This is an optimization exercise on Yosys and OpenROAD, whose aim is small area, a short achievable clock period and few clock cycles per item, not a production implementation. Function was checked by simulation only, so behaviour that the tests miss may differ from the original. Power figures rest on the tool's default switching activity, not on a simulated workload.

==> run A: inputs <==
## int_backend
module int_backend (
  input  logic             clk_i,
  input  logic             rst_ni,
  input  logic             fetch_valid_i,
  output logic             fetch_ready_o,
  input  logic [32-1:0] fetch_pc_i,
  input  logic [2:0]       fetch_op_i,
  input  logic [4:0]       fetch_rd_i,
  input  logic [4:0]       fetch_rs1_i,
  input  logic [4:0]       fetch_rs2_i,
  input  logic [32-1:0] fetch_imm_i,
  input  logic             fetch_redirected_i,
  output logic             redirect_valid_o,
  output logic [32-1:0] redirect_pc_o,
  output logic             commit_valid_o,
  output logic [32-1:0] commit_pc_o,
  output logic [4:0]       commit_rd_o,
  output logic [32-1:0] commit_data_o
);
  logic [4:0]       de_rs1;
  logic [4:0]       de_rs2;
  logic [32-1:0] de_sel1;
  logic [32-1:0] de_sel2;
  logic             stall;
  logic [32-1:0] ex1_pc;
  logic [4:0]       ex1_sel;
  logic             ex1_sub;
  logic             ex1_jal;
  logic             ex1_beq;
  logic             ex1_mul;
  logic [4:0]       ex1_rd;
  logic [32-1:0] ex1_imm;
  logic             ex1_done;
  logic [32-1:0] rf_rs1;
  logic [32-1:0] rf_rs2;
  logic [32-1:0] rs1;
  logic [32-1:0] rs2;
  logic [32-1:0] alu_result;
  logic [32-1:0] next_pc;
  logic [32-1:0] mul_data;
  ...
export LEC_CHECK = 0
export CAP_MARGIN = 10
export CORE_MARGIN = 2
export CORE_UTILIZATION = 60
export SLEW_MARGIN = 10
create_clock -name core_clock -period 15.5 [get_ports {clk_i}]
standard.sh (not shown) runs the stock make flow with config.mk's settings and CLKGATE_MAP_FILE= SYNTH_SCRIPT=/design/flow/synth_recipe.tcl, a recipe that flattens the netlist after the stock synthesis.
==> flow/flow/run.sh <==
#!/bin/bash
# The standard layout, with the resizer's setup repair (after floorplan,
# CTS and global route) aiming for slack beyond the clock period's, and a
# clock tree of fewer, larger sink clusters without dummy loads.
set -euo pipefail
bash standard.sh SETUP_SLACK_MARGIN=11 \
  "CTS_ARGS=-sink_clustering_enable -repair_clock_nets -sink_clustering_size 22 -sink_clustering_max_diameter 100 -dont_use_dummy_load" \
  finish > make_finish.log 2>&1
==> run F: changes against run A <==
--- a/flow/design.v
+++ b/flow/design.v
@@ -1512,22 +1512,24 @@
   input  logic [32-1:0] rs1_i,
   input  logic [32-1:0] rs2_i,
   output logic [32-1:0] result_o,
   output logic [32-1:0] next_pc_o
 );
+  logic [32-1:0] add_x;
   logic [32-1:0] operand_b;
   logic [32-1:0] link_pc;
   logic [32-1:0] target_pc;
   logic             taken;
   logic [32-1:0] csa_y;
   logic [32-1:0] csa_s;
   logic [32-1:0] csa_c;
   logic [32-1:0] sum;
-  prefix_add #(.W(32)) add_b (
-    .a_i (rs2_i), .b_i (imm_i), .ci_i (1'b0), .sum_o (operand_b)
+  assign add_x = (jal_i || beq_i) ? pc_i : rs2_i;
+  prefix_add #(.W(32)) add_imm (
+    .a_i (add_x), .b_i (imm_i), .ci_i (1'b0), .sum_o (operand_b)
   );
-  assign target_pc = imm_i;
+  assign target_pc = operand_b;
   assign link_pc   = {pc_i[32-1:2] + 30'd1, pc_i[1:0]};
   assign taken     = jal_i || (beq_i && rs1_i == rs2_i);
   assign next_pc_o = taken ? target_pc : link_pc;
   assign csa_y = sub_i ? ~rs2_i : rs2_i;
   assign csa_s = rs1_i ^ csa_y ^ imm_i;
@@ -1596,24 +1598,20 @@
   logic [32-1:0] expected_pc_q;
   logic             stall_q;
   logic             ready_q;
   logic             redirect_q;
   logic             accept;
-  logic [32-1:0] de_target;
   logic             de_mul_rd;
   logic             stall_d;
   logic             pc_match;
   logic             run;
   logic             redirect;
   assign accept        = fetch_valid_i && !stall_q;
   assign fetch_ready_o = ready_q;
   assign de_mul_rd     = de_valid_q && de_op_q == 3'd5 && de_rd_q != 5'd0;
   assign stall_d       = !stall_q && accept && de_mul_rd &&
                          (de_rd_q == fetch_rs1_i || de_rd_q == fetch_rs2_i);
-  prefix_add #(.W(32)) add_target (
-    .a_i (de_pc_q), .b_i (de_imm_q), .ci_i (1'b0), .sum_o (de_target)
-  );
   assign pc_match   = ex1_pc_q == expected_pc_q;
   assign run        = normal_q ? pc_match : ex1_redirected_q;
   assign redirect   = ex1_valid_q && normal_q && !pc_match;
   assign ex1_done_o = ex1_valid_q && run;
   always_ff @(posedge clk_i or negedge rst_ni) begin
@@ -1621,11 +1619,11 @@
       de_valid_q    <= 1'b0;
       ex1_valid_q   <= 1'b0;
       normal_q      <= 1'b0;
       expected_pc_q <= 32'h0000_0000;
       stall_q       <= 1'b0;
-      ready_q       <= 1'b0;
+      ready_q       <= 1'b1;
       redirect_q    <= 1'b0;
     end else begin
       de_valid_q  <= accept || (stall_q && de_valid_q);
       ex1_valid_q <= de_valid_q && !stall_q;
       if (ex1_done_o) begin
@@ -1644,17 +1642,17 @@
       de_pc_q         <= fetch_pc_i;
       de_op_q         <= fetch_op_i;
       de_rd_q         <= fetch_rd_i;
       de_rs1_q        <= fetch_rs1_i;
       de_rs2_q        <= fetch_rs2_i;
+      for (int i = 0; i < 32; i++) begin
+        de_sel1_q[i] <= fetch_rs1_i == i;
+        de_sel2_q[i] <= fetch_rs2_i == i;
+      end
       de_imm_q        <= fetch_imm_i;
       de_redirected_q <= fetch_redirected_i;
     end
-    for (int i = 0; i < 32; i++) begin
-      de_sel1_q[i] <= (stall_q ? de_rs1_q : fetch_rs1_i) == i;
-      de_sel2_q[i] <= (stall_q ? de_rs2_q : fetch_rs2_i) == i;
-    end
     ex1_pc_q         <= de_pc_q;
     ex1_sel_q[0]     <= de_op_q == 3'd0 || de_op_q == 3'd1;
     ex1_sel_q[1]     <= de_op_q == 3'd2;
     ex1_sel_q[2]     <= de_op_q == 3'd3;
     ex1_sel_q[3]     <= de_op_q == 3'd4;
@@ -1662,17 +1660,11 @@
     ex1_sub_q        <= de_op_q == 3'd1;
     ex1_jal_q        <= de_op_q == 3'd7;
     ex1_beq_q        <= de_op_q == 3'd6;
     ex1_mul_q        <= de_op_q == 3'd5;
     ex1_rd_q         <= (de_op_q == 3'd6) ? 5'd0 : de_rd_q;
-    if (de_op_q == 3'd6 || de_op_q == 3'd7) begin
-      ex1_imm_q      <= de_target;
-    end else if (de_op_q == 3'd1) begin
-      ex1_imm_q      <= ~de_imm_q;
-    end else begin
-      ex1_imm_q      <= de_imm_q;
-    end
+    ex1_imm_q        <= (de_op_q == 3'd1) ? ~de_imm_q : de_imm_q;
     ex1_redirected_q <= de_redirected_q;
   end
   assign de_rs1_o  = de_rs1_q;
   assign de_rs2_o  = de_rs2_q;
   assign de_sel1_o = de_sel1_q;
==> flow/flow/run.sh (replaced) <==
#!/bin/bash
# The standard layout, with the resizer's setup repair (after floorplan,
# CTS and global route) aiming for slack beyond the clock period's.
set -euo pipefail
bash standard.sh SETUP_SLACK_MARGIN=11 finish > make_finish.log 2>&1
==> flow/config.mk (replaced) <==
export PLATFORM = sky130hd
export DESIGN_NAME = int_backend
export DESIGN_NICKNAME = int_backend
export VERILOG_FILES = /design/flow/design.v
export SDC_FILE = /design/flow/constraint.sdc
export NUM_CORES = 4
export LEC_CHECK = 0
export CAP_MARGIN = 20
export CORE_MARGIN = 2
export CORE_UTILIZATION = 55
export SLEW_MARGIN = 20
==> summary of the runs <==
- Between run F and run A, the lower via count is in run A (gap 3.0%, measured against run A).
- Between run A and run F, the lower core utilization is in run F (gap 2.4 points).
- Of run A and run F, run F has the higher cell count (gap about 5%, measured against run F).
- Of run A and run F, run A has the higher clock skew (gap 20 ps).
- Sequential power: run F is smaller than run A (about 3%).
- Between run A and run F, the lower setup slack is in run F (gap 130 ps).
- Against run A, the non-clock buffer count of run F is higher by 67.
- In run A the combinational power is larger than in run F, by about 26%.
- Of run F and run A, run F has the higher total power (gap about 8%, measured against run A).
- Count of clock-buffer cells in the layout: run A is lower than run F (145).
- Of run F and run A, run A has the higher fmax (gap 2.8%, measured against run A).
Testbench counts of run A, summed over its fixed seeds: cycles 12,322, instrs 12,000.
Testbench counts of run F, summed over its fixed seeds: cycles 12,322, instrs 12,000.

==> static timing again, ports no longer ideal <==
No port has a modelled driver above. Below, the same layouts with a new extraction and two added sets of constraints.
Step 1 assumes that a clkbuf_16 drives the clock port and a buf_2 every other input.
Step 2 moves the port delays by t, midway between the first and last clock arrival at a register: inputs arrive t later, outputs are due t later. That takes back most of the time a late clock gives input paths.
a / b / c = no drivers / after step 1 / after step 2; a / b = the first two.
| run | t, ns | setup WS [ns] | hold WS [ns] |
|---|---|---|---|
| run A | 0.787 | 10.896 / 10.896 / 10.811 | 0.329 / 0.329 / 0.329 |
| run F | 0.893 | 10.763 / 10.763 / 10.488 | 0.325 / 0.325 / 0.325 |
After both steps every run listed still meets setup and hold. For run F, which loses most, drivers alone change the setup slack by 0.000 ns; drivers and shift together by -0.275 ns.
